This design comes from an exercise in tuning for small area, a short achievable clock period and few clock cycles per item on the open sky130 flow, not from production work. Only simulation tests tie the RTL to the original design; equivalence was not proved. No activity file was given, so power comes from the tool's default toggle rates.

== job 4817 ==
==> flow/design.v (excerpt) <==
module fft16_digit_reverse_buf #(
    parameter int DATA_W = 32,
    parameter int N      = 16
) (
    input  logic                  clk,
    input  logic                  rst_n,
    input  logic                  in_valid,
    output logic                  in_ready,
    input  logic [DATA_W-1:0]     in_re,
    input  logic [DATA_W-1:0]     in_im,
    output logic                  out_valid,
    input  logic                  out_ready,
    output logic [DATA_W-1:0]     out_re,
    output logic [DATA_W-1:0]     out_im,
    output logic [3:0]            out_idx,
    output logic                  out_last
);
Settings: LEC_CHECK=0, CAP_MARGIN=20, CORE_MARGIN=2, CORE_UTILIZATION=65, CTS_CLUSTER_DIAMETER=100, CTS_CLUSTER_SIZE=30, SETUP_SLACK_MARGIN=1.6, SLEW_MARGIN=20; clock period 4.0 ns.
run.sh (not shown) runs the stock make flow with config.mk's settings and CLKGATE_MAP_FILE= SYNTH_SCRIPT=/design/flow/synth_recipe.tcl, a recipe that flattens the netlist after the stock synthesis.
Job 4817 | status: complete | timing, DRC, antenna: pass
Testbench counts of job 4817, summed over its fixed seeds: cycles 7,347, items 6,144.
### job 4817 -> job 3354
Settings: changing SETUP_SLACK_MARGIN from 1.6 to 1.8.
==> flow/flow/run.sh (new file) <==
#!/bin/bash
# The standard layout (the standard.sh: ORFS synthesis to final layout), with one change:
# the input and output port buffers are plain sky130_fd_sc_hd__buf_2 cells instead of the
# delay cells buffer_ports picks by default. Every port still gets its own buffer.
# make's full output goes to standard.log in the work folder; ORFS's per-step logs stay under
# orfs/logs/.
set -euo pipefail
export BUFFER_PORTS_ARGS="-buffer_cell sky130_fd_sc_hd__buf_2"
bash standard.sh finish > standard.log 2>&1
==> flow/standard.sh (new file) <==
#!/bin/bash
# synth_recipe.tcl (not shown) runs the flow's synth.tcl, then flattens the netlist and writes it again
# the make line also repeats each setting of config.mk as NAME=value (left out here)
make -C /OpenROAD-flow-scripts/flow DESIGN_CONFIG=/design/flow/config.mk WORK_HOME=/design/flow/orfs CLKGATE_MAP_FILE= SYNTH_SCRIPT=/design/flow/synth_recipe.tcl "${@:-finish}"
removed: flow/run.sh
Results
- Share of the clock period used by the worst path after layout (lower): job 3354
- Job 3354 vs job 4817 on internal power contribution: job 3354 is the lower one.
- In the metrics for job 4817 and job 3354, the one carrying the lower total placed instance area is job 3354.
- Multi-input logic portion of the cell area ended up 0.98 points higher on job 3354 than on job 4817.
- On number of cells on the critical path, the higher figure sits with job 3354, not job 4817.
Input-level comparison between job 860 and job 3354:
Settings: SETUP_SLACK_MARGIN changed from 1.8 to 1.9.
==> run notes <==
- Comparing the two runs side by side, job 860 comes out behind job 3354 on leakage power of the design.
- Job 3354 did not stop at any stage, and its layout met the timing, DRC and antenna checks.
- Job 860 went all the way through synthesis, placement and routing and the layout is clean on timing, DRC and antenna.
- Job 860 against job 3354: core utilization of the finished layout up 1.0 points; via count rose 244.
- Compared to job 3354, job 860 has highest attainable clock frequency 0.75% higher.
- Job 860 against job 3354: worst hold slack closely matched the old numbers, number of buffers other than clock buffers in the final layout moved up.
Inputs modified between job 860 and job 8755:
Settings: a change of SETUP_SLACK_MARGIN from 1.9 to 1.8.
==> flow/run.sh (new file) <==
#!/bin/bash
# synth_recipe.tcl (not shown) runs the flow's synth.tcl, then flattens the netlist and writes it again
# the make line also repeats each setting of config.mk as NAME=value (left out here)
make -C /OpenROAD-flow-scripts/flow DESIGN_CONFIG=/design/flow/config.mk WORK_HOME=/design/flow/orfs CLKGATE_MAP_FILE= SYNTH_SCRIPT=/design/flow/synth_recipe.tcl finish
removed: flow/flow/run.sh
removed: flow/standard.sh
### Flow results
Changes observed in job 8755 relative to job 860: quantity of I/O buffers inserted on ports flat; met1 demand-to-capacity share in global routing -3.9 points; first-iteration DRC count fell by 185.
Input-level comparison between job 8364 and job 8755:
Settings: SETUP_SLACK_MARGIN: 1.8 -> 2.0.
==> run notes <==
Job 8364 vs. job 8755: deepest level of the CTS H-tree level, post-route worst setup slack decreased 0.066 ns, final cell count without fillers picked up an extra 18, transition at the pin with the smallest max-transition slack down 0.047 ns, area used by sequential logic in the layout stayed essentially flat.
Relative to job 8755, job 8364 degrades routed wire length.
Static leakage of job 8364 exceeds that of job 8755 slightly.
Changes observed in job 8364 relative to job 8755: final area saw an increase; fraction of the cycle the final worst path needs saw an increase; global-route wire length before repair saw an increase.
Job 8755 ended up with rsel_q[0]$_DFF_P_ as its capture point of the worst path; job 8364 ended up with nq_q$_DFFE_PN0N_.
> inputs changed (job 8364 -> job 8180)
Settings: CORE_UTILIZATION: 65 -> 70; SETUP_SLACK_MARGIN: 2.0 -> 1.8.
==> flow/flow/run.sh (new file) <==
#!/bin/bash
# The standard layout (the standard.sh: ORFS synthesis to final layout), with one change:
# the input and output port buffers are plain sky130_fd_sc_hd__buf_2 cells instead of the
# delay cells buffer_ports picks by default. Every port still gets its own buffer.
# make's full output goes to standard.log in the work folder; ORFS's per-step logs stay under
# orfs/logs/.
set -euo pipefail
export BUFFER_PORTS_ARGS="-buffer_cell sky130_fd_sc_hd__buf_2"
bash standard.sh finish > standard.log 2>&1
==> flow/standard.sh (new file) <==
#!/bin/bash
# synth_recipe.tcl (not shown) runs the flow's synth.tcl, then flattens the netlist and writes it again
# the make line also repeats each setting of config.mk as NAME=value (left out here)
make -C /OpenROAD-flow-scripts/flow DESIGN_CONFIG=/design/flow/config.mk WORK_HOME=/design/flow/orfs CLKGATE_MAP_FILE= SYNTH_SCRIPT=/design/flow/synth_recipe.tcl "${@:-finish}"
removed: flow/run.sh
Notes after the runs:
Changes observed in job 8180 relative to job 8364: starting utilization of the core area now larger, number of buffers created by CTS comparable, combinational share of power now smaller.
Per the comparison of job 8180 with job 8364, relative area of non-clock buffer cells in the final design shows a reduction of 2.2 points; area fraction of clock buffers and clock inverters shows no meaningful change.
Looking at worst hold path class, the primary input to asynchronous set/reset pin result is from job 8180; the flop to flop one comes from job 8364.
Sort job 8364 and job 8180 by slew at the pin closest to its max-slew limit, descending, and job 8180 comes first.

port drivers added, routing unchanged:
No port has a modelled driver above. Below, the same layouts with a new extraction and two added sets of constraints. Step 1: set_driving_cell puts a clkbuf_16 on clk and a buf_2 on each other input, an assumption about the parent block. Step 2 also shifts input and output timing later by t, the mid clock arrival at the registers, as if the neighbouring blocks saw the same clock. Three values: ideal ports, drivers, drivers and shift; two values: the first two.
run	t, ns	setup slack, ns	hold slack, ns	worst slew at a driven data input, ns	cell pins on the clock port's net
job 4817	0.650	1.636 / 1.580 / 1.154	0.529 / 0.529 / 0.529	0.09	1
job 3354	0.644	1.815 / 1.800 / 1.289	0.266 / 0.232 / 0.538	0.10	1
job 860	0.648	1.832 / 1.800 / 1.316	0.269 / 0.235 / 0.538	0.09	1
job 8755	0.655	1.790 / 1.765 / 1.376	0.523 / 0.523 / 0.523	0.11	1
job 8364	0.659	1.723 / 1.723 / 1.415	0.526 / 0.525 / 0.526	0.11	1
job 8180	0.645	1.770 / 1.770 / 1.194	0.263 / 0.229 / 0.517	0.10	1
After both steps every run listed still meets setup and hold. For job 8180, which loses most, drivers alone change the setup slack by 0.000 ns; drivers and shift together by -0.576 ns.
